This design comes from an exercise in tuning for small area and a short achievable clock period on the open sky130 flow, not from production work.
In this exercise RTL edits were held to simulation tests only and were not proved equivalent to the original.
No activity file was given, so power comes from the tool's default toggle rates.

==> design.v <==
package can_tx_pkg;
    localparam int MAX_BYTES = 8;
    localparam int MAX_ID_W  = 29;
    typedef enum logic [1:0] {
        IDLE = 2'd0,
        ARB  = 2'd1,
        REQ  = 2'd2,
        WAIT = 2'd3
    } state_t;
endpackage
module can_tx_prio_sel
#(
    parameter  int NUM_MB = 10,
    parameter  int ID_W   = 11
) (
    input  logic [NUM_MB-1:0]            pending_i,
    input  logic [NUM_MB-1:0][ID_W-1:0]  ids_i,
    output logic [NUM_MB-1:0]            win_o
);
    localparam int NP = (NUM_MB + 1) / 2;    
    function automatic logic id_le(input logic [ID_W-1:0] a, input logic [ID_W-1:0] b, input logic strict);
        logic r;
        r = !strict;
        for (int k = 0; k < ID_W; k++) r = (!a[k] && b[k]) || ((!a[k] || b[k]) && r);
        id_le = r;
    endfunction
    logic [NP-1:0]           pv;        
    logic [NP-1:0][ID_W-1:0] pid;       
    logic [NP-1:0]           plo;       
    logic [NP-1:0][NP-1:0]   beats;     
    logic [NP-1:0]           pwin;
    always_comb begin
        for (int p = 0; p < NP; p++) begin
            if (2*p + 1 < NUM_MB) begin
                plo[p] = pending_i[2*p] && (!pending_i[2*p+1] || id_le(ids_i[2*p], ids_i[2*p+1], 1'b0));
                pv[p]  = pending_i[2*p] || pending_i[2*p+1];
                pid[p] = plo[p] ? ids_i[2*p] : ids_i[2*p+1];
            end else begin
                plo[p] = 1'b1;
                pv[p]  = pending_i[2*p];
                pid[p] = ids_i[2*p];
            end
        end
        for (int a = 0; a < NP; a++) begin
            for (int b = 0; b < NP; b++) begin
                if (a == b)     beats[a][b] = 1'b1;
                else if (a < b) beats[a][b] = !pv[b] || id_le(pid[a], pid[b], 1'b0);
                else            beats[a][b] = !pv[b] || id_le(pid[a], pid[b], 1'b1);
            end
        end
        for (int a = 0; a < NP; a++) pwin[a] = pv[a] && (&beats[a]);
        for (int i = 0; i < NUM_MB; i++) begin
            win_o[i] = pwin[i/2] && ((i % 2 == 0) ? plo[i/2] : !plo[i/2]);
        end
    end
endmodule
module can_tx_mailbox
#(
    parameter  int NUM_MB    = 10,
    parameter  int ID_W      = 11,
    parameter  int MAX_RETRY = 16,
    localparam int MBW       = $clog2(NUM_MB)
) (
    input  logic              clk,
    input  logic              g_rst,
    input  logic              hdr_ld,
    input  logic [ID_W-1:0]   hdr_id,
    input  logic              hdr_rtr,
    input  logic [3:0]        hdr_dlc,
    input  logic              wr_en,
    input  logic [MBW-1:0]    wr_mb,
    input  logic [2:0]        wr_idx,
    input  logic [7:0]        data_in,
    input  logic [NUM_MB-1:0] tx_buff_ld,
    output logic [NUM_MB-1:0] mb_pending,
    output logic              tx_buff_busy,
    output logic              tx_done,
    output logic [MBW-1:0]    tx_done_mb,
    output logic              tx_err,
    output logic              frame_gen_intl,
    input  logic              fg_ack,
    output logic [ID_W-1:0]   tx_id,
    output logic              tx_rtr,
    output logic [3:0]        tx_dlc,
    output logic [63:0]       tx_data,
    output logic [MBW-1:0]    tx_mb,
    input  logic              tx_success,
    input  logic              tx_fail
);
    if (NUM_MB < 2 || NUM_MB > 16 || ID_W < 1 || ID_W > can_tx_pkg::MAX_ID_W || MAX_RETRY < 1) begin : g_param_check
        $error("can_tx_mailbox: parameter out of range");
    end
    localparam int HW = ID_W + 1 + 4;           
    logic [NUM_MB-1:0]               pending_q;
    logic [NUM_MB-1:0][ID_W-1:0]     hdr_id_q;
    logic [NUM_MB-1:0]               hdr_rtr_q;
    logic [NUM_MB-1:0][3:0]          hdr_dlc_q;
    logic [NUM_MB-1:0][63:0]         data_q;
    logic [NUM_MB-1:0]               win;       
    logic [NUM_MB-1:0]               rd_sel;    
    logic [MBW-1:0]                  win_idx;
    logic [ID_W-1:0]                 tx_id_q;
    logic                            tx_rtr_q;
    logic [3:0]                      tx_dlc_q;
    logic [63:0]                     tx_data_q;
    logic [MBW-1:0]                  tx_mb_q;
    logic                            tx_done_q, busy_q;
    logic                            tx_ok, tx_bad, drop, retire;
    logic [NUM_MB-1:0]               mb_sel;    
    logic [NUM_MB-1:0]               pending_d;
    can_tx_prio_sel #(.NUM_MB(NUM_MB), .ID_W(ID_W)) u_prio_sel (
        .pending_i (pending_q),
        .ids_i     (hdr_id_q),
        .win_o     (win)
    );
    logic arb_q, req_q, wait_q;
    assign tx_ok  = wait_q && tx_success;
    assign tx_bad = wait_q && !tx_success && tx_fail;
    always_ff @(posedge clk) begin
        if (!g_rst) begin
            arb_q  <= 1'b0;
            req_q  <= 1'b0;
            wait_q <= 1'b0;
        end else begin
            arb_q  <= !arb_q && !req_q && !wait_q && (|pending_q);
            req_q  <= arb_q || (req_q && !fg_ack);
            wait_q <= (req_q && fg_ack) || (wait_q && !tx_success && !tx_fail);
        end
    end
    always_comb begin
        for (int i = 0; i < NUM_MB; i++) mb_sel[i] = (tx_mb_q == MBW'(i));
    end
    localparam int RW = $clog2(MAX_RETRY);
    logic [NUM_MB-1:0][RW-1:0] retry_q;
    logic [RW-1:0]             retry_cur, retry_nxt;
    logic                      tx_err_q;
    assign retry_cur = retry_q[tx_mb_q];
    assign drop      = tx_bad && (retry_cur == RW'(MAX_RETRY - 1));
    assign retire    = tx_ok || drop;
    assign retry_nxt = (!g_rst || retire) ? '0 : RW'(retry_cur + 1'b1);
    always_ff @(posedge clk) begin
        for (int i = 0; i < NUM_MB; i++) begin
            if (!g_rst || (mb_sel[i] && (tx_ok || tx_bad))) retry_q[i] <= retry_nxt;
        end
    end
    always_ff @(posedge clk) begin
        if (!g_rst) tx_err_q <= 1'b0;
        else        tx_err_q <= drop;
    end
    assign tx_err = tx_err_q;
    always_comb begin
        for (int i = 0; i < NUM_MB; i++) begin
            pending_d[i] = g_rst && (pending_q[i] || tx_buff_ld[i]) && !(retire && mb_sel[i]);
        end
    end
    always_ff @(posedge clk) begin
        pending_q <= pending_d;
        busy_q    <= |pending_d;
    end
    always_ff @(posedge clk) begin
        if (!g_rst) tx_done_q <= 1'b0;
        else        tx_done_q <= tx_ok;
    end
    logic [7:0]      wd_data;
    logic [ID_W-1:0] wd_id;
    logic            wd_rtr;
    logic [3:0]      wd_dlc;
    assign wd_data = data_in & {8{g_rst}};
    assign wd_id   = hdr_id  & {ID_W{g_rst}};
    assign wd_rtr  = hdr_rtr & g_rst;
    assign wd_dlc  = hdr_dlc & {4{g_rst}};
    always_ff @(posedge clk) begin
        for (int i = 0; i < NUM_MB; i++) begin
            logic mb_wr;
            mb_wr = (wr_mb == MBW'(i)) && !pending_q[i];
            if (!g_rst || (mb_wr && hdr_ld)) begin
                hdr_id_q[i]  <= wd_id;
                hdr_rtr_q[i] <= wd_rtr;
                hdr_dlc_q[i] <= wd_dlc;
            end
            for (int k = 0; k < 8; k++) begin
                if (!g_rst || (mb_wr && wr_en && wr_idx == 3'(k))) data_q[i][8*k +: 8] <= wd_data;
            end
        end
    end
    assign rd_sel = arb_q ? win : mb_sel;
    always_comb begin
        win_idx = '0;
        for (int i = 0; i < NUM_MB; i++) if (win[i]) win_idx = win_idx | MBW'(i);
    end
    always_ff @(posedge clk) begin
        if (arb_q) tx_mb_q <= win_idx;
    end
    always_ff @(posedge clk) begin
        logic [ID_W-1:0] id_m;
        logic            rtr_m;
        logic [3:0]      dlc_m;
        logic [63:0]     data_m;
        id_m = '0; rtr_m = 1'b0; dlc_m = '0; data_m = '0;
        for (int i = 0; i < NUM_MB; i++) begin
            id_m   = id_m   | (hdr_id_q[i]  & {ID_W{rd_sel[i]}});
            rtr_m  = rtr_m  | (hdr_rtr_q[i] & rd_sel[i]);
            dlc_m  = dlc_m  | (hdr_dlc_q[i] & {4{rd_sel[i]}});
            data_m = data_m | (data_q[i]    & {64{rd_sel[i]}});
        end
        tx_id_q   <= id_m;
        tx_rtr_q  <= rtr_m;
        tx_dlc_q  <= dlc_m;
        tx_data_q <= data_m;
    end
    assign mb_pending     = pending_q;
    assign tx_buff_busy   = busy_q;
    assign tx_done        = tx_done_q;
    assign tx_done_mb     = tx_mb_q;
    assign frame_gen_intl = req_q;
    assign tx_id          = tx_id_q;
    assign tx_rtr         = tx_rtr_q;
    assign tx_dlc         = tx_dlc_q;
    assign tx_data        = tx_data_q;
    assign tx_mb          = tx_mb_q;
endmodule
==> run.sh <==
#!/bin/bash
# synth_recipe.tcl (not shown) runs the flow's synth.tcl, then flattens the netlist and writes it again
# the make line also repeats each setting of config.mk as NAME=value (left out here)
make -C /OpenROAD-flow-scripts/flow DESIGN_CONFIG=/design/flow/config.mk WORK_HOME=/design/flow/orfs CLKGATE_MAP_FILE= SYNTH_SCRIPT=/design/flow/synth_recipe.tcl finish
==> config.mk <==
export PLATFORM = sky130hd
export DESIGN_NAME = can_tx_mailbox
export DESIGN_NICKNAME = can_tx_mailbox
export VERILOG_FILES = /design/flow/design.v
export SDC_FILE = /design/flow/constraint.sdc
export NUM_CORES = 4
export LEC_CHECK = 0
export ABC_AREA = 1
export CAP_MARGIN = 20
export CORE_MARGIN = 2
export CORE_UTILIZATION = 30
export SLEW_MARGIN = 20
==> constraint.sdc <==
create_clock -name core_clock -period 25.0 [get_ports {clk}]
set_input_delay 5.0000 -clock core_clock [delete_from_list [all_inputs] [get_ports {clk}]]
set_output_delay 5.0000 -clock core_clock [all_outputs]
set_load 0.01 [all_outputs]
==> results.txt, run 1 <==
Syn Std Cell Area -> 0.0397 mm²
TritonCTS clock tree -> done
io pins -> 150
fin crit share -> 31.0%
Initial DRT Pass Iterations -> 5
routed wire length -> 116000 µm
Hold Violations, Final -> 0
total CTS buffers -> 94
Cell Rows -> 133
CTS root buffer -> clkbuf_16
EDFF count, synth -> 844
Final Max Tran Viols -> 0
Pleak -> 18.8 nW
most frequent cells in the layout -> nand2_1 (1043), edfxtp_1 (844), nor2_1 (519)
YS warnings -> 2
reg2reg setup slack -> 18.93 ns
Slew @ Worst Pin -> 1.15 ns
ys async rst share -> 0%
Routed wire per std cell -> 19.8 µm
most common library cell in the layout ignoring fill and taps -> nand2_1
DRC -> 0
top cell type's share of synthesized area -> 63.8%
CTS max path bufs -> 3
Fin Clk Skew -> 0.0402 ns
WP data required -> 25.28 ns
DIE HEIGHT -> 368 µm
Worst Hold Launch -> wait_q
Die W -> 368 µm
Hold WC Path Type -> flip-flop to flip-flop
Post-CTS Setup Inserts -> 0
DR vias/cell -> 4.71
hpwl dp -> 73600 µm
setup TNS -> 0 ns
worst vdd ir -> 0.0000583 V
Critical Path Most Common Cell -> inv_1
Seq/Total Area, Yosys -> 68.7%
Filler Cell Count -> 13.1k
slowest CP cell -> o21ai_0
hold buffer count at cts -> 0
Port Buffer Count -> 149
post-synth cell types -> 37
CP endpoint kind -> flip-flop
slew margin rel. -> 22.5%
setup violators final -> 0
flops & latches, synth -> 940
Die Area -> 0.135 mm²
Layout area overhead -> 16.2%
top_reg_cell synth -> edfxtp_1
area of the multi-input gates -> 0.00987 mm²
H-tree depth -> 3
Max-Cap Viols -> 0
startpoint types -> input pin
post-CTS sizing -> 0
core area -> 0.131 mm²
clock latency on the worst-skew pair -> 0.70 ns
total global routing overflow -> 0
outcome -> complete, no violations
FF-to-FF Start -> hdr_id_q[45]
initial cell density of the core -> 30.2%
Reg clk slew, reported paths -> 0.06 ns
top cell type by total area after synthesis -> edfxtp_1
Syn Inst Count -> 3872
ANT nets after route -> 0
crit path DAT -> 8.03 ns
RSZ-0062 raised after global routing -> false
R2R cell count -> 39
Final nets -> 4060
Pwr Density -> 88.8 mW/mm²
layout cells sized above 1 -> 5.48%
Synth Net Count -> 3921
placer congestion estimate -> 0.940
Critical Path, Cell by Cell -> clkdlybuf4s50_1, inv_1, nor2_1, inv_1, nor3_1, nand2_1, o21ai_0
first-pass GRT wire length -> 169000 µm
vias in the first global route -> 26.2k
Setup CP Type -> input pin to flip-flop
Mapped Avg Cell Area -> 10.3 µm²
DR vias -> 27.5k
crit-path max cell delay -> 1.12 ns
initial antenna violation count -> 17
CP endpoint -> data_q[333]
CTS sink count -> 940
Worst Path Max Fanout -> 8
Total GRT Usage -> 16.7%
largest net degree at the start of global routing -> 81
reg2reg end -> tx_data_q[52]
crit path from -> wr_mb[2]
final worst path period need -> 7.75 ns
ranking of synthesized cells by area -> edfxtp_1 (64%), nand2_1 (9.9%), nand3_1 (5.1%), nor2_1 (4.9%), dfxtp_1 (4.8%)
Max Clock Freq -> 0.129 GHz
final hold slack -> 0.519 ns
Reg area -> 0.0273 mm²
initial DRC count -> 3015
==> sequential cells by signal (all words and copies together), names as in the netlist, 4 cells and up <==
signal	count
hdr_id_q	110
data_q	640
retry_q	40
tx_mb_q	4
tx_dlc_q	4
hdr_dlc_q	40
tx_data_q	64
hdr_rtr_q	10
tx_id_q	11
pending_q	10
==> power breakdown <==
part	leakage [nW]	total, mW	internal (mW)	switching, mW
registers	9.08	1.97	1.90	0.0736
logic	8.20	0.661	0.220	0.441
clock network	1.55	1.46	0.843	0.621
==> routing by layer <==
layer | vias to the layer above | global-route usage (%) | part of all wire [%]
li1 | 13097 | - | -
met5 | - | 0 | 0.052
met2 | 1149 | 26.6 | 46
met1 | 13105 | 22.9 | 42
met4 | 10 | 4.39 | 2.2
met3 | 184 | 3.61 | 9.3
==> area by class of cell <==
class	count	share of cell area (%)
flip-flops and latches	940	59.1
clock inverters	56	1.55
clock buffers	119	5.43
inverters	496	4.04
well taps	1755	4.76
diodes	6	0.0325
multi-input cells	2300	21.4
repair buffers	179	3.73
==> Yosys cell counts (5+ instances only) <==
cell and instances:
a21boi_0 5, a21oi_1 22, a22oi_1 8, a31oi_1 8, buf_2 44, buf_4 42
buf_6 8, clkbuf_1 39, dfxtp_1 96, edfxtp_1 844, inv_1 479, inv_2 14
nand2_1 1049, nand2_2 10, nand3_1 407, nand4_1 6, nor2_1 519, nor3_1 11
o21ai_0 127, o21ai_1 28, o22ai_1 68, o31ai_1 6, or2_0 5
==> stage by stage <==
step	utilization, %	setup WS [ns]	power, mW	instances	area, µm²
6_report	35.1	17.25	4.10	5851	46200
3_5_place_dp	32.6	16.58	2.67	5660	42800
5_1_grt	35.1	17.09	4.26	5845	46100
2_1_floorplan	-	17.90	2.34	3872	39700
3_3_place_gp	32.6	16.61	2.67	5660	42800
4_1_cts	35.0	17.30	4.13	5835	46000
==> critical path: cells and delay by family <==
family | cells | cell delay, ns
buffers and inverters | 3 | 0.85
AO/OA/AOI/OAI | 1 | 1.12
AND/OR/NAND/NOR | 3 | 1.05
==> logic make-up after synthesis <==
family / Yosys count / synth area share, %
XOR/XNOR: 1 / 0.0221
AND/OR/NAND/NOR: 2016 / 20.6
adder cells (fa/ha/maj): 1 / 0.0315
AO/OA/AOI/OAI: 282 / 4.06
buffers and inverters: 632 / 6.66
flip-flops: 940 / 68.7
==> worst min path at each step <==
stage / end / slack [ns] / depth (start not counted)
after floorplan: tx_done_q / 0.47 / 2
after global placement: tx_done_q / 0.50 / 2
after detailed placement: tx_done_q / 0.51 / 2
after CTS: tx_done_q / 0.52 / 2
after global routing: tx_done_q / 0.54 / 2
final: tx_done_q / 0.52 / 2
==> run 2: changes to the inputs <==
--- a/config.mk
+++ b/config.mk
@@ -8,5 +8,7 @@
 export ABC_AREA = 1
 export CAP_MARGIN = 20
 export CORE_MARGIN = 2
-export CORE_UTILIZATION = 30
+export CORE_UTILIZATION = 60
+export CTS_BUF_LIST = sky130_fd_sc_hd__clkbuf_4 sky130_fd_sc_hd__clkbuf_8
+export CTS_CLUSTER_SIZE = 40
 export SLEW_MARGIN = 20
==> results.txt, run 2 <==
outcome -> complete, no violations
WP data required -> 25.42 ns (+0.14 ns)
Clock power frac -> 33.2% (-2.5 points)
initial cell density of the core -> 60.5% (+30 points)
top cell type's share of synthesized area -> 63.8% (unchanged)
DR vias -> 28.3k (+2.6%)
vias in the first global route -> 28.0k (+6.9%)
top cell type by total area after synthesis -> edfxtp_1
placer congestion estimate -> 1.00 (+6.4%)
slowest CP cell -> o21ai_0
max reg flops -> 640 (unchanged)
RSZ-0062 raised after global routing -> false
biggest regs -> data_q x640, hdr_id_q x110, tx_data_q x64
CTS max path bufs -> 3 (unchanged)
Layout area overhead -> 12.7%
Final nets -> 4117 (+1.4%)
Final Max Tran Viols -> 0 (unchanged)
PnR Total Power -> 3.91 mW (-4.5%)
Reg power frac -> 50.1% (+2.0 points)
clock latency on the worst-skew pair -> 0.81 ns (+0.11 ns)
Fin Clk Skew -> 0.0396 ns (-0.000571 ns)
total CTS buffers -> 148 (+57%)
crit-path max cell delay -> 1.14 ns (+0.02 ns)
Max-Cap Viols -> 0 (unchanged)
CTS sink count -> 940 (unchanged)
DIE HEIGHT -> 261 µm (-29%)
worst vdd ir -> 0.0000743 V (+27%)
Filler Cell Count -> 4970 (-62%)
EDFF count, synth -> 844 (unchanged)
fin crit share -> 29.7% (-1.3 points)
Switching Share -> 28.2% (+0.42 points)
routed wire length -> 109000 µm (-5.7%)
largest net degree at the start of global routing -> 81 (unchanged)
total global routing overflow -> 0 (unchanged)
io pins -> 150 (unchanged)
Syn Inst Count -> 3872 (unchanged)
DRC -> 0 (unchanged)
Mapped Avg Cell Area -> 10.3 µm² (unchanged)
most frequent cells in the layout -> nand2_1 (1044), edfxtp_1 (844), nor2_1 (519)
Port Buffer Count -> 149 (unchanged)
CTS root buffer -> clkbuf_8
YS warnings -> 2 (unchanged)
layout cells sized above 1 -> 7.66% (+2.2 points)
DR vias/cell -> 5.59 (+19%)
Max Clock Freq -> 0.135 GHz (+4.4%)
Reg clk slew, reported paths -> 0.06 ns (about the same)
Worst Path Max Fanout -> 8 (unchanged)
Hold WC Path Type -> flip-flop to flip-flop
P_sw -> 1.10 mW (-3.0%)
Hold Violations, Final -> 0 (unchanged)
Pleak -> 18.9 nW (+0.18%)
internal power -> 2.81 mW (-5.0%)
final worst path period need -> 7.42 ns (-0.324 ns)
Setup CP Type -> input pin to flip-flop
Synth Net Count -> 3921 (unchanged)
flops & latches, synth -> 940 (unchanged)
startpoint types -> input pin
TritonCTS clock tree -> done
H-tree depth -> 4 (+1)
final hold slack -> 0.498 ns (-0.0214 ns)
initial antenna violation count -> 3 (-14)
Pwr Density -> 87.4 mW/mm² (-1.5%)
Slew @ Worst Pin -> 1.14 ns (-0.0130 ns)
initial DRC count -> 2707 (-10%)
post-synth cell types -> 37 (unchanged)
setup violators final -> 0 (unchanged)
Routed wire per std cell -> 21.6 µm (+9.0%)
Post-CTS Setup Inserts -> 0 (unchanged)
CP endpoint kind -> flip-flop
Total GRT Usage -> 32.2% (+15 points)
hold buffer count at cts -> 0 (unchanged)
Die Area -> 0.0683 mm² (-50%)
Critical Path Most Common Cell -> inv_1
Comb pwr share -> 16.7% (+0.6 points)
most frequent cell after synthesis -> nand2_1
Initial DRT Pass Iterations -> 6 (+1)
Die W -> 261 µm (-29%)
post-CTS sizing -> 0 (unchanged)
area of the multi-input gates -> 0.00983 mm² (-0.38%)
top_reg_cell synth -> edfxtp_1
first-pass GRT wire length -> 162000 µm (-4.3%)
Syn Std Cell Area -> 0.0397 mm² (unchanged)
top post-synthesis cells by count -> nand2_1 (1049), edfxtp_1 (844), nor2_1 (519)
Critical Path, Cell by Cell -> clkdlybuf4s50_1, inv_1, nor2_1, inv_1, nor3_1, nand2_1, o21ai_0
Reg area -> 0.0273 mm² (unchanged)
core area -> 0.0656 mm² (-50%)
slew margin rel. -> 23.4% (+0.88 points)
crit path DAT -> 7.85 ns (-0.18 ns)
most common library cell in the layout ignoring fill and taps -> nand2_1
ys async rst share -> 0% (unchanged)
Cell Rows -> 94 (-29%)
ranking of synthesized cells by area -> edfxtp_1 (64%), nand2_1 (9.9%), nand3_1 (5.1%), nor2_1 (4.9%), dfxtp_1 (4.8%)
ANT nets after route -> 0 (unchanged)
hpwl dp -> 68900 µm (-6.4%)
Seq/Total Area, Yosys -> 68.7% (unchanged)
setup TNS -> 0 ns (unchanged)
Layout Utilization -> 68.2% (+33 points)
Top reg by flops -> data_q
run 2: per-stage QoR:
| step | cells | area, µm² | worst slack, ns |
|---|---|---|---|
| after floorplan | 3872 | 39700 | 17.90 |
| after global placement | 4771 | 41700 | 16.85 |
| after detailed placement | 4772 | 41700 | 16.74 |
| after CTS | 5046 | 44700 | 17.58 |
| after global routing | 5056 | 44800 | 17.48 |
| final | 5058 | 44800 | 17.58 |
run 2: kinds of logic (layout without fill, tap and decap cells):
logic type,count (synthesis),count (layout),synth area share [%]
other,0,2,0
DFF,940,940,68.7
xor gates and xnor gates,1,1,0.0221
and+or+nand+nor,2016,2016,20.6
AOI/OAI and AO/OA,282,282,4.06
adders and majority gates,1,1,0.0315
buffers and inverters,632,952,6.66
run 2: power by group through the flow:
| stage | clock (mW) | combinational, mW | sequential [mW] |
|---|---|---|---|
| 2_1_floorplan | 0 | 0.343 | 2.00 |
| 3_3_place_gp | 0 | 0.642 | 1.99 |
| 3_5_place_dp | 0 | 0.649 | 1.99 |
| 4_1_cts | 1.31 | 0.652 | 1.96 |
| 5_1_grt | 1.38 | 0.709 | 1.97 |
| 6_report | 1.30 | 0.654 | 1.96 |
run 2: critical path, delay by kind of cell:
family / cells / cell delay, ns
simple gates: 3 / 0.91
buf+inv: 3 / 0.80
compound gates: 1 / 1.14
run 2: layout make-up:
class                   instances  area share (%)
repair buffers                182            3.82
clock buffers                 205            5.62
well taps                     864            2.41
multi-input cells            2300            22.0
inverters                     496            4.16
diodes                          2          0.0112
clock inverters                69            1.11
flip-flops and latches        940            60.9
run 2: final timing paths:
kind	startpoint	end	slack, ns	cells after the start
setup / recovery	wr_mb[2]	data_q[342]	17.58	7
hold / removal	req_q	wait_q	0.50	2
setup reg to reg	hdr_id_q[23]	tx_data_q[3]	19.01	38
hold reg to reg	req_q	wait_q	0.50	2
run 2: metal layers:
metal / GRT usage [%] / vias to the layer above / part of all wire [%]
met1: 40.9 / 13479 / 39
li1: - / 13221 / -
met5: 0 / - / 0.035
met3: 5.48 / 235 / 7.8
met2: 54.6 / 1324 / 50
met4: 14.3 / 6 / 3.6
==> run 3: changes to the inputs <==
--- a/config.mk
+++ b/config.mk
@@ -9,6 +9,4 @@
 export CAP_MARGIN = 20
 export CORE_MARGIN = 2
 export CORE_UTILIZATION = 60
-export CTS_BUF_LIST = sky130_fd_sc_hd__clkbuf_4 sky130_fd_sc_hd__clkbuf_8
-export CTS_CLUSTER_SIZE = 40
 export SLEW_MARGIN = 20
==> results.txt, run 3 <==
Top reg by flops -> data_q
Hold WC Path Type -> flip-flop to flip-flop
EDFF count, synth -> 844 (unchanged)
routed wire length -> 109000 µm (-0.20%)
hold buffer count at cts -> 0 (unchanged)
Filler Cell Count -> 4912 (-1.2%)
CTS max path bufs -> 3 (unchanged)
flops & latches, synth -> 940 (unchanged)
Final Max Tran Viols -> 0 (unchanged)
reg2reg setup slack -> 18.88 ns (-0.13 ns)
initial cell density of the core -> 60.5% (unchanged)
layout cells sized above 1 -> 5.48% (-2.2 points)
Hold Violations, Final -> 0 (unchanged)
Seq/Total Area, Yosys -> 68.7% (unchanged)
setup TNS -> 0 ns (unchanged)
DIE HEIGHT -> 261 µm (unchanged)
most frequent cells in the layout -> nand2_1 (1044), edfxtp_1 (844), nor2_1 (519)
Pleak -> 18.8 nW (-0.33%)
Pwr Density -> 90.0 mW/mm² (+3.0%)
setup violators final -> 0 (unchanged)
DRC -> 0 (unchanged)
Final nets -> 4061 (-1.4%)
clock latency on the worst-skew pair -> 0.65 ns (-0.16 ns)
top_reg_cell synth -> edfxtp_1
DR vias -> 27.9k (-1.2%)
Port Buffer Count -> 149 (unchanged)
ANT nets after route -> 0 (unchanged)
Post-CTS Setup Inserts -> 0 (unchanged)
CTS sink count -> 940 (unchanged)
DR vias/cell -> 5.64 (+0.85%)
Syn Inst Count -> 3872 (unchanged)
initial antenna violation count -> 5 (+2)
max reg flops -> 640 (unchanged)
Total GRT Usage -> 32.0% (-0.18 points)
CTS root buffer -> clkbuf_16
fin crit share -> 30.4% (+0.72 points)
top cell type's share of synthesized area -> 63.8% (unchanged)
H-tree depth -> 3 (-1)
YS warnings -> 2 (unchanged)
largest net degree at the start of global routing -> 81 (unchanged)
Mapped Avg Cell Area -> 10.3 µm² (unchanged)
vias in the first global route -> 27.5k (-1.9%)
Layout area overhead -> 13.1%
Worst Path Max Fanout -> 8 (unchanged)
TritonCTS clock tree -> done
Fin Clk Skew -> 0.0324 ns (-0.00721 ns)
CP endpoint kind -> flip-flop
Max Clock Freq -> 0.132 GHz (-2.4%)
crit path DAT -> 7.85 ns (about the same)
PnR Total Power -> 4.04 mW (+3.3%)
top cell type by total area after synthesis -> edfxtp_1
io pins -> 150 (unchanged)
Die W -> 261 µm (unchanged)
Critical Path, Cell by Cell -> clkdlybuf4s50_1, nor2_1, inv_1, nor3_1, nand2_1, o21ai_0
slowest CP cell -> o21ai_0
Initial DRT Pass Iterations -> 8 (+2)
ys async rst share -> 0% (unchanged)
CP Buf/Inv Count -> 2 (-1)
total global routing overflow -> 0 (unchanged)
slew margin rel. -> 25.3% (+1.9 points)
final worst path period need -> 7.60 ns (+0.179 ns)
placer congestion estimate -> 1.00 (unchanged)
Routed wire per std cell -> 22.0 µm (+1.9%)
initial DRC count -> 3108 (+15%)
post-synth cell types -> 37 (unchanged)
most frequent cell after synthesis -> nand2_1
Die Area -> 0.0683 mm² (unchanged)
critical path's top delay family -> simple AND/OR/NAND/NOR gates
Setup CP Type -> input pin to flip-flop
core area -> 0.0656 mm² (unchanged)
outcome -> complete, no violations
worst vdd ir -> 0.0000803 V (+8.1%)
Final Worst Setup Slack -> 17.40 ns (-0.179 ns)
most common library cell in the layout ignoring fill and taps -> nand2_1
Slew @ Worst Pin -> 1.12 ns (-0.0160 ns)
WP data required -> 25.25 ns (-0.17 ns)
RSZ-0062 raised after global routing -> false
Max-Cap Viols -> 0 (unchanged)
startpoint types -> input pin
hpwl dp -> 68900 µm (unchanged)
Reg clk slew, reported paths -> 0.06 ns (about the same)
total CTS buffers -> 92 (-38%)
top post-synthesis cells by count -> nand2_1 (1049), edfxtp_1 (844), nor2_1 (519)
ranking of synthesized cells by area -> edfxtp_1 (64%), nand2_1 (9.9%), nand3_1 (5.1%), nor2_1 (4.9%), dfxtp_1 (4.8%)
post-CTS sizing -> 0 (unchanged)
crit-path max cell delay -> 1.07 ns (-0.07 ns)
DP Worst Slack -> 16.74 ns (unchanged)
Synth Net Count -> 3921 (unchanged)
Cell Rows -> 94 (unchanged)
Syn Std Cell Area -> 0.0397 mm² (unchanged)
final hold slack -> 0.499 ns (+0.00112 ns)
first-pass GRT wire length -> 161000 µm (-0.15%)
biggest regs -> data_q x640, hdr_id_q x110, tx_data_q x64
-- run 3: routing by layer --
metal / up-vias / part of all wire [%] / GRT usage (%)
li1: 13086 / - / -
met4: 8 / 3.7 / 12.6
met5: - / 0.050 / 0
met2: 1377 / 50 / 54.9
met1: 13210 / 38 / 41.6
met3: 250 / 8.4 / 4.42
-- run 3: final timing paths --
check,startpoint,to,cells past startpoint
worst min-delay path,req_q,wait_q,2
worst max-delay path,wr_mb[3],data_q[28],6
worst max register to register,hdr_id_q[23],tx_data_q[1],38
worst min register to register,req_q,wait_q,2
-- run 3: worst register-to-register path: cells and delay by family, from the launching register on --
family	cells	cell delay (ns)
DFF	1	0.44
AOI/OAI and AO/OA	1	0.77
buffers and inverters	3	0.86
and+or+nand+nor	34	3.94
-- run 3: kinds of logic (layout without fill, tap and decap cells) --
logic type | Yosys count | after routing | synth area share (%)
AOI/OAI and AO/OA | 282 | 282 | 4.06
xor gates and xnor gates | 1 | 1 | 0.0221
adders and majority gates | 1 | 1 | 0.0315
and+or+nand+nor | 2016 | 2016 | 20.6
buffers and inverters | 632 | 849 | 6.66
DFF | 940 | 940 | 68.7
other | 0 | 3 | 0
-- run 3: through the flow --
step           util [%]  cells  area, µm²
2_1_floorplan         -   3872      39700
3_3_place_gp       63.5   4771      41700
3_5_place_dp       63.5   4772      41700
4_1_cts            68.3   4943      44900
5_1_grt            68.4   4953      44900
6_report           68.4   4956      44900
-- run 3: area by class of cell --
cell class	count	area [µm²]	share of cell area [%]
Clock buffer	117	2500	5.56
Timing Repair Buffer	182	1710	3.81
Antenna cell	3	7.51	0.0167
Clock inverter	54	654	1.46
Sequential cell	940	27300	60.7
Tap cell	864	1080	2.41
Inverter	496	1860	4.15
Multi-Input combinational cell	2300	9830	21.9
-- run 3: power breakdown --
part           leakage, nW  internal [mW]  switching, mW
registers             9.08           1.90         0.0613
clock network         1.52          0.846          0.584
logic                 8.20          0.220          0.434
total                 18.8           2.96           1.08
==> run 4: changes to the inputs <==
--- a/config.mk
+++ b/config.mk
@@ -6,7 +6,7 @@
 export NUM_CORES = 4
 export LEC_CHECK = 0
 export ABC_AREA = 1
-export CAP_MARGIN = 20
+export CAP_MARGIN = 50
 export CORE_MARGIN = 2
 export CORE_UTILIZATION = 60
-export SLEW_MARGIN = 20
+export SLEW_MARGIN = 80
==> results.txt, run 4 <==
Seq/Total Area, Yosys -> 68.7% (unchanged)
critical path's top delay family -> buffers and inverters
Clock power frac -> 33.9% (-1.5 points)
Layout Utilization -> 75.7% (+7.2 points)
core area -> 0.0656 mm² (unchanged)
CTS sink count -> 940 (unchanged)
Worst Path Max Fanout -> 4 (-4)
P_sw -> 1.14 mW (+5.8%)
crit-path max cell delay -> 0.60 ns (-0.47 ns)
Reg area -> 0.0273 mm² (+0.11%)
TritonCTS clock tree -> done
Final nets -> 4269 (+5.1%)
DRC -> 0 (unchanged)
Synth Net Count -> 3921 (unchanged)
slew margin rel. -> 79.1% (+54 points)
Worst Hold Launch -> req_q
Syn Std Cell Area -> 0.0397 mm² (unchanged)
WP data required -> 20.00 ns (-5.25 ns)
hold buffer count at cts -> 0 (unchanged)
internal power -> 3.00 mW (+1.3%)
H-tree depth -> 3 (unchanged)
top cell type's share of synthesized area -> 63.8% (unchanged)
Filler Cell Count -> 4191 (-15%)
routed wire length -> 115000 µm (+5.7%)
YS warnings -> 2 (unchanged)
Post-CTS Setup Inserts -> 0 (unchanged)
ANT nets after route -> 0 (unchanged)
Slew @ Worst Pin -> 0.313 ns (-0.808 ns)
DR vias -> 29.5k (+5.5%)
setup violators final -> 0 (unchanged)
post-CTS sizing -> 0 (unchanged)
layout cells sized above 1 -> 15.2% (+9.8 points)
worst vdd ir -> 0.0000931 V (+16%)
placed insts -> 4977 (+4.3%)
area of the multi-input gates -> 0.0118 mm² (+20%)
flops & latches, synth -> 940 (unchanged)
Die Area -> 0.0683 mm² (unchanged)
initial cell density of the core -> 60.5% (unchanged)
Cell Rows -> 94 (unchanged)
Port Buffer Count -> 149 (unchanged)
most frequent cells in the layout -> nand2_1 (1011), edfxtp_1 (844), nor2_1 (507)
Pwr Density -> 83.5 mW/mm² (-7.3%)
outcome -> complete, no violations
final worst path period need -> 6.87 ns (-0.735 ns)
startpoint types -> flip-flop
CTS root buffer -> clkbuf_16
io pins -> 150 (unchanged)
Syn Inst Count -> 3872 (unchanged)
Critical Path, Cell by Cell -> buf_1, clkdlybuf4s50_1
placer congestion estimate -> 1.00 (unchanged)
total CTS buffers -> 95 (+3.3%)
DR vias/cell -> 5.71 (+1.3%)
Reg power frac -> 47.3% (-1.1 points)
top cell type by total area after synthesis -> edfxtp_1
Pleak -> 20.6 nW (+9.7%)
initial DRC count -> 3000 (-3.5%)
Hold Violations, Final -> 0 (unchanged)
most frequent cell after synthesis -> nand2_1
non-filler instance count after layout -> 5164 (+4.2%)
biggest regs -> data_q x640, hdr_id_q x110, tx_data_q x64
ys async rst share -> 0% (unchanged)
Max-Cap Viols -> 0 (unchanged)
Hold WC Path Type -> flip-flop to flip-flop
EDFF count, synth -> 844 (unchanged)
Fin Clk Skew -> 0.0343 ns (+0.00195 ns)
Switching Share -> 27.6% (+0.85 points)
CTS max path bufs -> 3 (unchanged)
Reg clk slew, reported paths -> 0.06 ns (about the same)
fin crit share -> 27.5% (-2.9 points)
Max Clock Freq -> 0.146 GHz (+11%)
Setup CP Type -> flip-flop to output pin
max reg flops -> 640 (unchanged)
crit path from -> tx_mb_q[1]
most common library cell in the layout ignoring fill and taps -> nand2_1
first-pass GRT wire length -> 171000 µm (+6.1%)
clock latency on the worst-skew pair -> 0.66 ns (about the same)
slowest CP cell -> clkdlybuf4s50_1
total global routing overflow -> 0 (unchanged)
largest net degree at the start of global routing -> 34 (-58%)
vias in the first global route -> 29.1k (+5.9%)
CP Buf/Inv Count -> 2 (unchanged)
Routed wire per std cell -> 22.3 µm (+1.4%)
Die W -> 261 µm (unchanged)
hpwl dp -> 82800 µm (+20%)
post-synth cell types -> 37 (unchanged)
initial antenna violation count -> 6 (+1)
Final Worst Setup Slack -> 18.13 ns (+0.735 ns)
CP endpoint kind -> output pin
crit path DAT -> 1.87 ns (-5.98 ns)
ranking of synthesized cells by area -> edfxtp_1 (64%), nand2_1 (9.9%), nand3_1 (5.1%), nor2_1 (4.9%), dfxtp_1 (4.8%)
top_reg_cell synth -> edfxtp_1
RSZ-0062 raised after global routing -> false
Initial DRT Pass Iterations -> 6 (-2)
Comb pwr share -> 18.8% (+2.6 points)
DP Worst Slack -> 17.57 ns (+0.828 ns)
top post-synthesis cells by count -> nand2_1 (1049), edfxtp_1 (844), nor2_1 (519)
Top reg by flops -> data_q
FF-to-FF Start -> hdr_id_q[35]
final hold slack -> 0.518 ns (+0.0193 ns)
Total GRT Usage -> 33.8% (+1.8 points)
Layout area overhead -> 25.0%
DIE HEIGHT -> 261 µm (unchanged)
Mapped Avg Cell Area -> 10.3 µm² (unchanged)
Final Max Tran Viols -> 0 (unchanged)
setup TNS -> 0 ns (unchanged)
-- run 4: cell count changes in the layout (fill, tap and decap cells not counted), sizes merged --
cell	change
buf	+207
bufinv	-6
clkbuf	+10
clkdlybuf4s15	+1
clkdlybuf4s18	+3
clkdlybuf4s50	-4
clkinv	+4
clkinvlp	-5
diode	-2
-- run 4: path summary, 6_finish.rpt --
check                       to  slack [ns]  cells past startpoint
setup reg to reg  tx_data_q[3]       19.76                     41
hold / removal           arb_q        0.52                      1
hold reg to reg          arb_q        0.52                      1
setup / recovery      tx_mb[1]       18.13                      2
-- run 4: routing by layer --
metal,share of wire (%),GRT usage [%],up-vias
met1,37,42.8,14132
met4,3.7,13.5,6
met3,8.1,4.29,280
met2,51,59.3,1518
li1,-,-,13535
met5,0.030,0,-
-- run 4: layout make-up --
type | count | share of cell area (%)
Antenna cell | 1 | 0.00504
Timing Repair Buffer | 387 | 9.07
Sequential cell | 940 | 55.0
Clock buffer | 129 | 5.27
Clock inverter | 47 | 0.948
Multi-Input combinational cell | 2300 | 23.7
Tap cell | 864 | 2.18
Inverter | 496 | 3.86
-- run 4: power groups by stage --
stage | Sequential, mW | Combinational, mW | Clock (mW)
after floorplan | 2.00 | 0.343 | 0
after global placement | 1.99 | 0.642 | 0
after detailed placement | 1.99 | 0.766 | 0
after CTS | 1.96 | 0.771 | 1.41
after global routing | 1.97 | 0.834 | 1.47
final | 1.96 | 0.778 | 1.41
-- run 4: cell families (layout without fill, tap and decap cells) --
logic type	count (synthesis)	after routing	synth area share [%]
buffers and inverters	632	1059	6.66
AO/OA/AOI/OAI	282	282	4.06
flip-flops	940	940	68.7
XOR/XNOR	1	1	0.0221
AND/OR/NAND/NOR	2016	2016	20.6
adder cells (fa/ha/maj)	1	1	0.0315
other	0	1	0
-- run 4: stage by stage --
| step | instance area [µm²] | total power, mW |
|---|---|---|
| final | 49600 | 4.15 |
| after global routing | 49600 | 4.28 |
| after global placement | 41700 | 2.63 |
| after floorplan | 39700 | 2.34 |
| after detailed placement | 46400 | 2.76 |
| after CTS | 49500 | 4.15 |
==> run 5: changes to the inputs <==
--- a/config.mk
+++ b/config.mk
@@ -6,7 +6,10 @@
 export NUM_CORES = 4
 export LEC_CHECK = 0
 export ABC_AREA = 1
-export CAP_MARGIN = 50
+export CAP_MARGIN = 20
 export CORE_MARGIN = 2
 export CORE_UTILIZATION = 60
-export SLEW_MARGIN = 80
+export CTS_BUF_LIST = sky130_fd_sc_hd__clkbuf_16
+export CTS_CLUSTER_DIAMETER = 100
+export CTS_CLUSTER_SIZE = 24
+export SLEW_MARGIN = 20
==> results.txt, run 5 <==
Worst Path Max Fanout -> 8 (+4)
Hold Violations, Final -> 0 (unchanged)
top_reg_cell synth -> edfxtp_1
met2 Use GR -> 53.9% (-5.4 points)
DR vias/cell -> 5.64 (-1.1%)
flops & latches, synth -> 940 (unchanged)
top cell type by total area after synthesis -> edfxtp_1
Syn Std Cell Area -> 0.0397 mm² (unchanged)
placer congestion estimate -> 1.00 (unchanged)
Final Max Tran Viols -> 0 (unchanged)
ranking of synthesized cells by area -> edfxtp_1 (64%), nand2_1 (9.9%), nand3_1 (5.1%), nor2_1 (4.9%), dfxtp_1 (4.8%)
Die Area -> 0.0683 mm² (unchanged)
hpwl dp -> 68900 µm (-17%)
Final nets -> 4014 (-6.0%)
largest net degree at the start of global routing -> 81 (+140%)
setup TNS -> 0 ns (unchanged)
post-synth cell types -> 37 (unchanged)
DIE HEIGHT -> 261 µm (unchanged)
Pwr Density -> 79.8 mW/mm² (-4.4%)
reg2reg end -> tx_data_q[3]
Setup CP Type -> input pin to flip-flop
WP data required -> 25.25 ns (+5.25 ns)
setup violators final -> 0 (unchanged)
placed insts -> 4772 (-4.1%)
YS warnings -> 2 (unchanged)
crit-path max cell delay -> 1.10 ns (+0.50 ns)
DRC -> 0 (unchanged)
Cell Rows -> 94 (unchanged)
CTS sink count -> 940 (unchanged)
Hold WC Path Type -> flip-flop to flip-flop
RSZ-0062 raised after global routing -> false
total CTS buffers -> 46 (-52%)
first-pass GRT wire length -> 159000 µm (-7.3%)
Die W -> 261 µm (unchanged)
initial antenna violation count -> 5 (-1)
clock latency on the worst-skew pair -> 0.63 ns (-0.03 ns)
GR Util met1 -> 41.6% (-1.2 points)
R2R cell count -> 40 (-2.4%)
initial cell density of the core -> 60.5% (unchanged)
slew margin rel. -> 23.4% (-56 points)
Syn Inst Count -> 3872 (unchanged)
Port Buffer Count -> 149 (unchanged)
top post-synthesis cells by count -> nand2_1 (1049), edfxtp_1 (844), nor2_1 (519)
Pleak -> 18.1 nW (-12%)
ys async rst share -> 0% (unchanged)
final worst path period need -> 7.58 ns (+0.710 ns)
Slew @ Worst Pin -> 1.15 ns (+0.835 ns)
outcome -> complete, no violations
hold endpoint -> wait_q
CP Buf/Inv Count -> 3 (+1)
Worst Hold Depth -> 2 (+1)
Max-Cap Viols -> 0 (unchanged)
Total GRT Usage -> 31.4% (-2.4 points)
Post-CTS Setup Inserts -> 0 (unchanged)
fin crit share -> 30.3% (+2.8 points)
Mapped Avg Cell Area -> 10.3 µm² (unchanged)
Top reg by flops -> data_q
initial DRC count -> 2882 (-3.9%)
reg2reg setup slack -> 19.00 ns (-0.76 ns)
CP endpoint kind -> flip-flop
Seq/Total Area, Yosys -> 68.7% (unchanged)
vias in the first global route -> 26.9k (-7.6%)
post-CTS sizing -> 0 (unchanged)
Reg clk slew, reported paths -> 0.09 ns (+0.03 ns)
Layout area overhead -> 8.61%
FF-to-FF Start -> hdr_id_q[23]
Synth Net Count -> 3921 (unchanged)
Routed wire per std cell -> 22.0 µm (-1.2%)
non-filler instance count after layout -> 4869 (-5.7%)
DR vias -> 27.5k (-6.8%)
most frequent cells in the layout -> nand2_1 (1044), edfxtp_1 (844), nor2_1 (519)
routed wire length -> 107000 µm (-6.9%)
M3 GR Usage -> 3.75% (-0.54 points)
Fin Clk Skew -> 0.0300 ns (-0.00431 ns)
worst vdd ir -> 0.0000630 V (-32%)
Max Clock Freq -> 0.132 GHz (-9.4%)
crit path DAT -> 7.83 ns (+5.96 ns)
CTS max path bufs -> 3 (unchanged)
hold buffer count at cts -> 0 (unchanged)
busiest metal layer after global routing -> met2
TritonCTS clock tree -> done
biggest regs -> data_q x640, hdr_id_q x110, tx_data_q x64
top cell type's share of synthesized area -> 63.8% (unchanged)
Initial DRT Pass Iterations -> 6 (unchanged)
slowest CP cell -> o21ai_0
EDFF count, synth -> 844 (unchanged)
H-tree depth -> 2 (-1)
Worst Hold Launch -> req_q
Critical Path, Cell by Cell -> clkdlybuf4s50_1, inv_1, nor2_1, inv_1, nor3_1, nand2_1, o21ai_0
max reg flops -> 640 (unchanged)
total global routing overflow -> 0 (unchanged)
startpoint types -> input pin
CTS root buffer -> clkbuf_16
critical path's top delay family -> compound AO/OA/AOI/OAI gates
Critical Path Most Common Cell -> inv_1
layout cells sized above 1 -> 3.30% (-12 points)
most frequent cell after synthesis -> nand2_1
io pins -> 150 (unchanged)
ANT nets after route -> 0 (unchanged)
core area -> 0.0656 mm² (unchanged)
most common library cell in the layout ignoring fill and taps -> nand2_1
## run 5: cells by family after synthesis
logic type | count (synthesis) | share of synthesized area [%]
compound gates | 282 | 4.06
fa+ha+maj | 1 | 0.0315
simple gates | 2016 | 20.6
flops | 940 | 68.7
buf+inv | 632 | 6.66
xor+xnor | 1 | 0.0221
## run 5: how the worst max path moves through the flow
| stage | cells after the start | start | slack, ns | to |
|---|---|---|---|---|
| 5_1_grt | 6 | wr_mb[3] | 17.30 | data_q[43] |
| 6_report | 7 | wr_mb[2] | 17.42 | data_q[340] |
| 2_1_floorplan | 5 | g_rst | 17.90 | data_q[0] |
| 3_3_place_gp | 6 | wr_mb[3] | 16.85 | data_q[144] |
| 4_1_cts | 7 | wr_mb[2] | 17.40 | data_q[377] |
| 3_5_place_dp | 7 | wr_mb[2] | 16.74 | data_q[380] |
## run 5: per-stage QoR
step	hold WS [ns]	setup slack, ns	power, mW	util [%]	area [µm²]
3_3_place_gp	0.487	16.85	2.63	63.5	41700
6_report	0.505	17.42	3.44	65.7	43100
4_1_cts	0.508	17.40	3.45	65.6	43100
5_1_grt	0.530	17.30	3.57	65.7	43100
2_1_floorplan	0.472	17.90	2.34	-	39700
3_5_place_dp	0.500	16.74	2.64	63.5	41700
## run 5: worst min-delay path: stages, from the launching register on
cell and delay (ns):
dfxtp_1 0.35, nand2_1 0.06, a21oi_1 0.05
## run 5: per-layer routing
metal	share of wire [%]	vias to the layer above
met2	50	1196
met3	7.7	208
met4	3.5	8
met1	39	13145
met5	0.048	-
li1	-	12923
## run 5: report_power, final
part / leakage (nW) / switching (mW) / internal [mW]
Sequential: 9.08 / 0.0613 / 1.89
Clock: 0.799 / 0.483 / 0.351
Combinational: 8.20 / 0.433 / 0.220
Total: 18.1 / 0.977 / 2.47
## run 5: layout make-up
| type | instances | area (µm²) |
|---|---|---|
| diodes | 2 | 5.00 |
| clock inverters | 39 | 205 |
| multi-input cells | 2300 | 9830 |
| clock buffers | 47 | 1180 |
| inverters | 496 | 1860 |
| fillers | 5120 | 22500 |
| repair buffers | 181 | 1700 |
| well taps | 864 | 1080 |
| flip-flops and latches | 940 | 27300 |
==> run 6: changes to the inputs <==
==> flow/run.sh (new file) <==
#!/bin/bash
# Layout flow: the standard ORFS flow (standard synthesis, floorplan, placement,
# CTS, routing) run unchanged except for two optimisation knobs:
#  - port buffers use buf_2 instead of the resizer's default pick,
#  - the resizer's setup repair aims for SETUP_MARGIN ns of slack at the design's
#    clock period, so the critical paths get sized and buffered.
# Each tool's output goes to its own log file in the work folder.
set -euo pipefail
MARGIN=18.5
bash standard.sh synth > synth.log 2>&1
bash standard.sh \
  SETUP_SLACK_MARGIN="$MARGIN" \
  BUFFER_PORTS_ARGS="-buffer_cell sky130_fd_sc_hd__buf_2" \
  finish > layout.log 2>&1
test -s out/final.def
==> standard.sh (new file) <==
#!/bin/bash
# synth_recipe.tcl (not shown) runs the flow's synth.tcl, then flattens the netlist and writes it again
# the make line also repeats each setting of config.mk as NAME=value (left out here)
make -C /OpenROAD-flow-scripts/flow DESIGN_CONFIG=/design/flow/config.mk WORK_HOME=/design/flow/orfs CLKGATE_MAP_FILE= SYNTH_SCRIPT=/design/flow/synth_recipe.tcl "${@:-finish}"
--- a/config.mk
+++ b/config.mk
@@ -9,7 +9,4 @@
 export CAP_MARGIN = 20
 export CORE_MARGIN = 2
 export CORE_UTILIZATION = 60
-export CTS_BUF_LIST = sky130_fd_sc_hd__clkbuf_16
-export CTS_CLUSTER_DIAMETER = 100
-export CTS_CLUSTER_SIZE = 24
 export SLEW_MARGIN = 20
removed: run.sh
==> results.txt, run 6 <==
top cell type by total area after synthesis -> edfxtp_1
Cell Rows -> 94 (unchanged)
startpoint types -> input pin
YS warnings -> 2 (unchanged)
setup violators final -> 0 (unchanged)
total global routing overflow -> 0 (unchanged)
area post-placement -> 0.0410 mm² (-1.7%)
Final Worst Setup Slack -> 18.35 ns (+0.926 ns)
CTS max path bufs -> 3 (unchanged)
reg2reg end -> tx_data_q[18]
Filler Cell Count -> 4978 (-2.8%)
DP Worst Slack -> 17.06 ns (+0.317 ns)
RSZ-0062 raised after global routing -> true
placer congestion estimate -> 0.959 (-4.2%)
Top reg by flops -> data_q
WP data required -> 25.27 ns (+0.02 ns)
Syn Inst Count -> 3872 (unchanged)
first-pass GRT wire length -> 161000 µm (+1.3%)
crit path DAT -> 6.92 ns (-0.91 ns)
post-synth cell types -> 37 (unchanged)
final worst path period need -> 6.65 ns (-0.926 ns)
Layout Utilization -> 67.8% (+2.0 points)
DIE HEIGHT -> 261 µm (unchanged)
CTS root buffer -> clkbuf_16
Critical Path, Cell by Cell -> buf_2, inv_1, nor2_1, inv_1, nor3_1, nand2_1, o21ai_1
Final nets -> 4057 (+1.1%)
ranking of synthesized cells by area -> edfxtp_1 (64%), nand2_1 (9.9%), nand3_1 (5.1%), nor2_1 (4.9%), dfxtp_1 (4.8%)
Setup CP Type -> input pin to flip-flop
Slew @ Worst Pin -> 1.15 ns (+0.00167 ns)
hold endpoint -> wait_q
Worst Hold Launch -> req_q
DR vias/cell -> 5.66 (+0.35%)
slew margin rel. -> 23.3% (-0.11 points)
most frequent cells in the layout -> nand2_1 (1034), edfxtp_1 (844), nor2_1 (519)
max reg flops -> 640 (unchanged)
io pins -> 150 (unchanged)
Fin Clk Skew -> 0.0265 ns (-0.00355 ns)
final hold slack -> 0.514 ns (+0.00867 ns)
ys async rst share -> 0% (unchanged)
Total GRT Usage -> 31.9% (+0.52 points)
core area -> 0.0656 mm² (unchanged)
fin crit share -> 26.6% (-3.7 points)
slowest CP cell -> o21ai_1
Die W -> 261 µm (unchanged)
most common library cell in the layout ignoring fill and taps -> nand2_1
flops & latches, synth -> 940 (unchanged)
Design Area, Final -> 0.0445 mm² (+3.1%)
routed wire length -> 109000 µm (+2.1%)
Seq/Total Area, Yosys -> 68.7% (unchanged)
reg2reg setup slack -> 18.99 ns (about the same)
Worst Path Max Fanout -> 8 (unchanged)
DRC -> 0 (unchanged)
worst vdd ir -> 0.0000794 V (+26%)
top post-synthesis cells by count -> nand2_1 (1049), edfxtp_1 (844), nor2_1 (519)
initial DRC count -> 3053 (+5.9%)
DR vias -> 28.1k (+2.1%)
FF-to-FF Start -> hdr_id_q[23]
layout cells sized above 1 -> 11.0% (+7.7 points)
Hold WC Path Type -> flip-flop to flip-flop
TritonCTS clock tree -> done
Pwr Density -> 89.0 mW/mm² (+12%)
Mapped Avg Cell Area -> 10.3 µm² (unchanged)
total CTS buffers -> 94 (+100%)
CTS sink count -> 940 (unchanged)
top_reg_cell synth -> edfxtp_1
Critical Path Most Common Cell -> inv_1
Max Clock Freq -> 0.150 GHz (+14%)
Port Buffer Count -> 149 (unchanged)
Worst Hold Depth -> 2 (unchanged)
ANT nets after route -> 0 (unchanged)
EDFF count, synth -> 844 (unchanged)
Pleak -> 18.8 nW (+4.3%)
Synth Net Count -> 3921 (unchanged)
Max-Cap Viols -> 0 (unchanged)
Initial DRT Pass Iterations -> 6 (unchanged)
clock latency on the worst-skew pair -> 0.65 ns (+0.02 ns)
setup TNS -> 0 ns (unchanged)
initial antenna violation count -> 10 (+5)
Layout area overhead -> 12.0%
CP endpoint kind -> flip-flop
outcome -> complete, no violations
Die Area -> 0.0683 mm² (unchanged)
Hold Violations, Final -> 0 (unchanged)
most frequent cell after synthesis -> nand2_1
H-tree depth -> 3 (+1)
largest net degree at the start of global routing -> 81 (unchanged)
crit-path max cell delay -> 0.74 ns (-0.36 ns)
Final Max Tran Viols -> 0 (unchanged)
vias in the first global route -> 27.3k (+1.5%)
Syn Std Cell Area -> 0.0397 mm² (unchanged)
hpwl dp -> 67400 µm (-2.1%)
Routed wire per std cell -> 22.1 µm (+0.33%)
R2R cell count -> 40 (unchanged)
Reg clk slew, reported paths -> 0.06 ns (-0.03 ns)
biggest regs -> data_q x640, hdr_id_q x110, tx_data_q x64
top cell type's share of synthesized area -> 63.8% (unchanged)
initial cell density of the core -> 60.5% (unchanged)
==> run 6: cell counts after synthesis <==
Identical to the previous run, type by type.
==> run 6: worst max-delay path, delay by kind of cell <==
kind,cells,cell delay [ns]
and+or+nand+nor,3,0.85
AOI/OAI and AO/OA,1,0.74
buffers and inverters,3,0.32
==> run 6: cells by family (layout without fill, tap and decap cells) <==
family | Yosys count | in the layout | share of synthesized area (%)
and+or+nand+nor | 2016 | 2016 | 20.6
DFF | 940 | 940 | 68.7
buffers and inverters | 632 | 846 | 6.66
AOI/OAI and AO/OA | 282 | 282 | 4.06
adders and majority gates | 1 | 1 | 0.0315
xor gates and xnor gates | 1 | 1 | 0.0221
other | 0 | 6 | 0
==> run 6: report_power, final <==
group | total (mW) | internal [mW] | switching [mW]
logic | 0.609 | 0.167 | 0.442
registers | 1.95 | 1.90 | 0.0568
clock network | 1.40 | 0.811 | 0.584
total | 3.96 | 2.88 | 1.08
==> run 6: timing repair <==
| item | CTS | global route |
|---|---|---|
| setup endpoints to repair | 872 | 621 |
| hold buffers | 0 | 0 |
| cloned | 1 | 1 |
| gates resized for setup | 85 | 54 |
| buffers inserted | 4 | 0 |
==> run 6: per-stage QoR <==
| stage | instances | total power, mW |
|---|---|---|
| 4_1_cts | 4949 | 3.97 |
| 2_1_floorplan | 3872 | 2.34 |
| 3_3_place_gp | 4770 | 2.57 |
| 5_1_grt | 4950 | 4.10 |
| 6_report | 4956 | 3.96 |
| 3_5_place_dp | 4770 | 2.58 |
==> run 6: how the worst max path moves through the flow <==
stage / from / to / slack (ns) / cells after the start
global route: wr_mb[2] / data_q[264] / 18.31 / 7
detailed placement: g_rst / data_q[407] / 17.06 / 5
finish: wr_mb[2] / data_q[292] / 18.35 / 7
global placement: g_rst / data_q[407] / 17.10 / 5
CTS: wr_mb[2] / data_q[282] / 18.26 / 7
floorplan: wr_mb[0] / data_q[320] / 18.45 / 6
==> run 6: final cells by class <==
cell class,instances,area (µm²),area share [%]
tap,864,1080,2.43
timing repair inverter,1,7.51,0.0169
antenna,6,15.0,0.0338
timing repair buffer,175,987,2.22
clock buffer,127,2590,5.82
multi-input combinational,2300,10200,22.8
clock inverter,47,467,1.05
inverter,496,1890,4.25
sequential,940,27300,61.3
==> run 6: per-layer routing <==
| metal | GRT usage [%] | vias to the layer above | share of wire [%] | wire length, µm |
|---|---|---|---|---|
| li1 | - | 13097 | - | - |
| met2 | 54.2 | 1379 | 49 | 53700 |
| met4 | 12.1 | 6 | 3.3 | 3660 |
| met3 | 4.84 | 218 | 8.5 | 9310 |
| met1 | 41.9 | 13369 | 39 | 42700 |
| met5 | 0 | - | 0.032 | 35 |
==> run 7: changes to the inputs <==
==> flow/run.sh (replaced) <==
#!/bin/bash
# Layout flow: the standard ORFS flow run unchanged except for:
#  - synthesis maps the logic with flow/abc_area.script (ABC's &nf area-recovery mapper)
#    in place of ORFS's abc_area.script; everything else in synthesis is the standard one,
#    so the registers are exactly the standard synthesis's;
#  - port buffers use buf_2 instead of the resizer's default pick.
# Each tool's output goes to its own log file in the work folder.
set -euo pipefail
W=$PWD
rm -rf "$W/scripts_abc"
cp -r "$FLOW_HOME/scripts" "$W/scripts_abc"
cp flow/abc_area.script "$W/scripts_abc/abc_area.script"
bash standard.sh SCRIPTS_DIR="$W/scripts_abc" synth > synth.log 2>&1
bash standard.sh \
  BUFFER_PORTS_ARGS="-buffer_cell sky130_fd_sc_hd__buf_2" \
  finish > layout.log 2>&1
test -s out/final.def
==> flow/abc_area.script (new file) <==
strash
&get -n
&st
&dch
&nf -a
&put
topo
stime -c
buffer -c
upsize -c
dnsize -c
--- a/config.mk
+++ b/config.mk
@@ -6,7 +6,7 @@
 export NUM_CORES = 4
 export LEC_CHECK = 0
 export ABC_AREA = 1
-export CAP_MARGIN = 20
+export CAP_MARGIN = 50
 export CORE_MARGIN = 2
 export CORE_UTILIZATION = 60
-export SLEW_MARGIN = 20
+export SLEW_MARGIN = 80
==> results.txt, run 7 <==
ANT nets after route -> 0 (unchanged)
CTS root buffer -> clkbuf_16
total CTS buffers -> 92 (-2.1%)
P_sw -> 1.05 mW (-2.8%)
post-synth cell types -> 67 (+81%)
Port Buffer Count -> 149 (unchanged)
Max-Cap Viols -> 0 (unchanged)
Total GRT Usage -> 32.9% (+0.98 points)
vias in the first global route -> 24.6k (-9.9%)
most frequent cells in the layout -> edfxtp_1 (844), buf_2 (271), nand2_1 (259)
Top reg by flops -> data_q
area post-placement -> 0.0434 mm² (+6.0%)
routed wire length -> 103000 µm (-5.5%)
CP Buf/Inv Count -> 13 (+10)
DR vias/cell -> 6.58 (+16%)
crit-path max cell delay -> 0.62 ns (-0.12 ns)
WP data required -> 25.52 ns (+0.25 ns)
slew margin rel. -> 74.4% (+51 points)
Final nets -> 2953 (-27%)
H-tree depth -> 3 (unchanged)
first-pass GRT wire length -> 153000 µm (-4.6%)
io pins -> 150 (unchanged)
RSZ-0062 raised after global routing -> false
DRC -> 0 (unchanged)
Hold Violations, Final -> 0 (unchanged)
top post-synthesis cells by count -> edfxtp_1 (844), nand2_1 (286), a222oi_1 (164)
most frequent cell after synthesis -> edfxtp_1
Hold WC Path Type -> flip-flop to flip-flop
critical path's top delay family -> buffers and inverters
flops & latches, synth -> 940 (unchanged)
placed insts -> 3554 (-25%)
worst vdd ir -> 0.0000700 V (-12%)
Switching Share -> 26.1% (-1.2 points)
DIE HEIGHT -> 250 µm (-4.2%)
max reg flops -> 640 (unchanged)
Final Max Tran Viols -> 0 (unchanged)
Mapped Avg Cell Area -> 15.2 µm² (+48%)
most common library cell in the layout ignoring fill and taps -> edfxtp_1
slowest CP cell -> clkdlybuf4s50_1
DP Worst Slack -> 17.00 ns (-0.0537 ns)
Synth Net Count -> 2451 (-37%)
Comb pwr share -> 17.0% (+1.6 points)
top_reg_cell synth -> edfxtp_1
Die Area -> 0.0627 mm² (-8.2%)
startpoint types -> flip-flop
Post-CTS Setup Inserts -> 0 (-4)
Initial DRT Pass Iterations -> 11 (+5)
Pwr Density -> 85.5 mW/mm² (-4.0%)
Slew @ Worst Pin -> 0.384 ns (-0.767 ns)
YS warnings -> 2 (unchanged)
clock latency on the worst-skew pair -> 0.66 ns (about the same)
Syn Std Cell Area -> 0.0364 mm² (-8.3%)
largest net degree at the start of global routing -> 33 (-59%)
Fin Clk Skew -> 0.0309 ns (+0.00443 ns)
CP endpoint kind -> flip-flop
Worst Hold Depth -> 2 (unchanged)
Worst Path Max Fanout -> 28 (+20)
top cell type by total area after synthesis -> edfxtp_1
Die W -> 250 µm (-4.2%)
PnR Total Power -> 4.03 mW (+1.8%)
CTS max path bufs -> 3 (unchanged)
EDFF count, synth -> 844 (unchanged)
DR vias -> 24.8k (-12%)
Seq/Total Area, Yosys -> 74.9% (+6.2 points)
biggest regs -> data_q x640, hdr_id_q x110, tx_data_q x64
ys async rst share -> 0% (unchanged)
Syn Inst Count -> 2402 (-38%)
internal power -> 2.98 mW (+3.5%)
layout cells sized above 1 -> 29.5% (+19 points)
core area -> 0.0601 mm² (-8.4%)
Clock power frac -> 34.3% (-0.9 points)
hold buffer count at cts -> 0 (unchanged)
Design Area, Final -> 0.0471 mm² (+6.0%)
outcome -> complete, no violations
TritonCTS clock tree -> done
Max Clock Freq -> 0.109 GHz (-27%)
Reg power frac -> 48.7% (-0.7 points)
hpwl dp -> 71100 µm (+5.4%)
total global routing overflow -> 0 (unchanged)
non-filler instance count after layout -> 3767 (-24%)
Layout Utilization -> 78.4% (+11 points)
initial antenna violation count -> 2 (-8)
final hold slack -> 0.459 ns (-0.0546 ns)
reg2reg setup slack -> 15.86 ns (-3.13 ns)
setup violators final -> 0 (unchanged)
CTS sink count -> 940 (unchanged)
Worst path depth -> 34 (+27)
Routed wire per std cell -> 27.5 µm (+24%)
Cell Rows -> 90 (-4.3%)
final worst path period need -> 9.14 ns (+2.48 ns)
top cell type's share of synthesized area -> 69.6% (+5.8 points)
ranking of synthesized cells by area -> edfxtp_1 (70%), dfxtp_1 (5.3%), a222oi_1 (4.5%), nand2_1 (2.9%), o2111a_1 (2.5%)
Setup CP Type -> flip-flop to flip-flop
initial DRC count -> 3145 (+3.0%)
R2R cell count -> 34 (-15%)
setup TNS -> 0 ns (unchanged)
Layout area overhead -> 29.5%
fin crit share -> 36.5% (+9.9 points)
placer congestion estimate -> 0.888 (-7.4%)
Final Worst Setup Slack -> 15.86 ns (-2.48 ns)
Reg clk slew, reported paths -> 0.06 ns (about the same)
Pleak -> 16.8 nW (-11%)
crit path DAT -> 9.65 ns (+2.73 ns)
post-CTS sizing -> 0 (-100%)
initial cell density of the core -> 60.6% (about the same)
[run 7: changes by cell type after synthesis, moves of 31 or more]
cell	previous run	this run
buf_4	42	4
nor2_1	519	71
nand2b_1	0	42
clkbuf_1	39	94
nor2b_1	0	38
a222oi_1	0	164
a22oi_1	8	116
o22ai_1	68	24
nand2_1	1049	286
and2_1	1	32
inv_1	479	107
nand3_1	407	15
o2111a_1	0	80
[run 7: area by class of cell]
cell class / count / area [µm²]
Multi-Input combinational cell: 1229 / 10700
Inverter: 108 / 410
Clock buffer: 127 / 2560
Clock inverter: 46 / 490
Tap cell: 782 / 978
Timing Repair Buffer: 533 / 4710
Fill cell: 3430 / 13000
Antenna cell: 2 / 5.00
Sequential cell: 940 / 27300
[run 7: power groups by stage]
stage	sequential (mW)	combinational, mW	clock [mW]
2_1_floorplan	2.00	0.277	0
3_3_place_gp	1.98	0.497	0
3_5_place_dp	1.99	0.652	0
4_1_cts	1.96	0.657	1.40
5_1_grt	1.98	0.724	1.45
6_report	1.96	0.684	1.38
[run 7: worst paths after layout]
| check | start | end |
|---|---|---|
| worst max-delay path | hdr_id_q[12] | tx_data_q[11] |
| worst min-delay path | hdr_dlc_q[36] | tx_dlc_q[0] |
| worst max register to register | hdr_id_q[12] | tx_data_q[11] |
| worst min register to register | hdr_dlc_q[36] | tx_dlc_q[0] |
[run 7: cells by family after synthesis]
| family | Yosys count | synth area share, % |
|---|---|---|
| xor+xnor | 1 | 0.0241 |
| fa+ha+maj | 2 | 0.0618 |
| mux | 48 | 1.39 |
| buf+inv | 233 | 2.55 |
| flops | 940 | 74.9 |
| simple gates | 525 | 6.54 |
| compound gates | 653 | 14.6 |
[run 7: worst register-to-register path: cells and delay by family (launching register included)]
| family | cells | cell delay [ns] |
|---|---|---|
| DFF | 1 | 0.47 |
| AOI/OAI and AO/OA | 18 | 3.87 |
| and+or+nand+nor | 2 | 0.27 |
| muxes | 1 | 0.12 |
| buffers and inverters | 13 | 4.28 |
[run 7: routing by layer]
layer	wire [µm]	track usage (%)	vias to the layer above
met1	40300	45.3	12391
met3	8900	4.67	243
li1	-	-	10702
met5	0	0	-
met4	4080	13.4	0
met2	50100	53.6	1460

-- afterwards: timing with drivers on the ports --
The results above use ideal ports. As a check the final layouts listed here were re-extracted and re-timed, cells and wires unchanged.
Step 1 assumes that a clkbuf_16 drives the clock port and a buf_2 every other input.
Step 2 also shifts input and output timing later by t, the mid clock arrival at the registers, as if the neighbouring blocks saw the same clock.
Three values: ideal ports, drivers, drivers and shift; two values: the first two.
| run | t (ns) | setup slack, ns | worst register clock-pin slew, ns |
|---|---|---|---|
| run 1 | 0.743 | 17.252 / 17.294 / 16.551 | 0.07 / 0.07 |
| run 2 | 0.849 | 17.576 / 17.599 / 16.750 | 0.07 / 0.07 |
| run 3 | 0.695 | 17.397 / 17.439 / 16.744 | 0.07 / 0.07 |
| run 4 | 0.706 | 18.132 / 18.066 / 17.522 | 0.07 / 0.07 |
| run 5 | 0.683 | 17.422 / 17.438 / 16.754 | 0.10 / 0.10 |
| run 6 | 0.701 | 18.348 / 18.381 / 17.680 | 0.07 / 0.07 |
| run 7 | 0.706 | 15.863 / 15.863 / 15.863 | 0.07 / 0.07 |
After both steps every run listed still meets setup and hold. The setup slack of run 2, which loses most, moves by +0.023 ns with the drivers and by -0.826 ns with both steps.
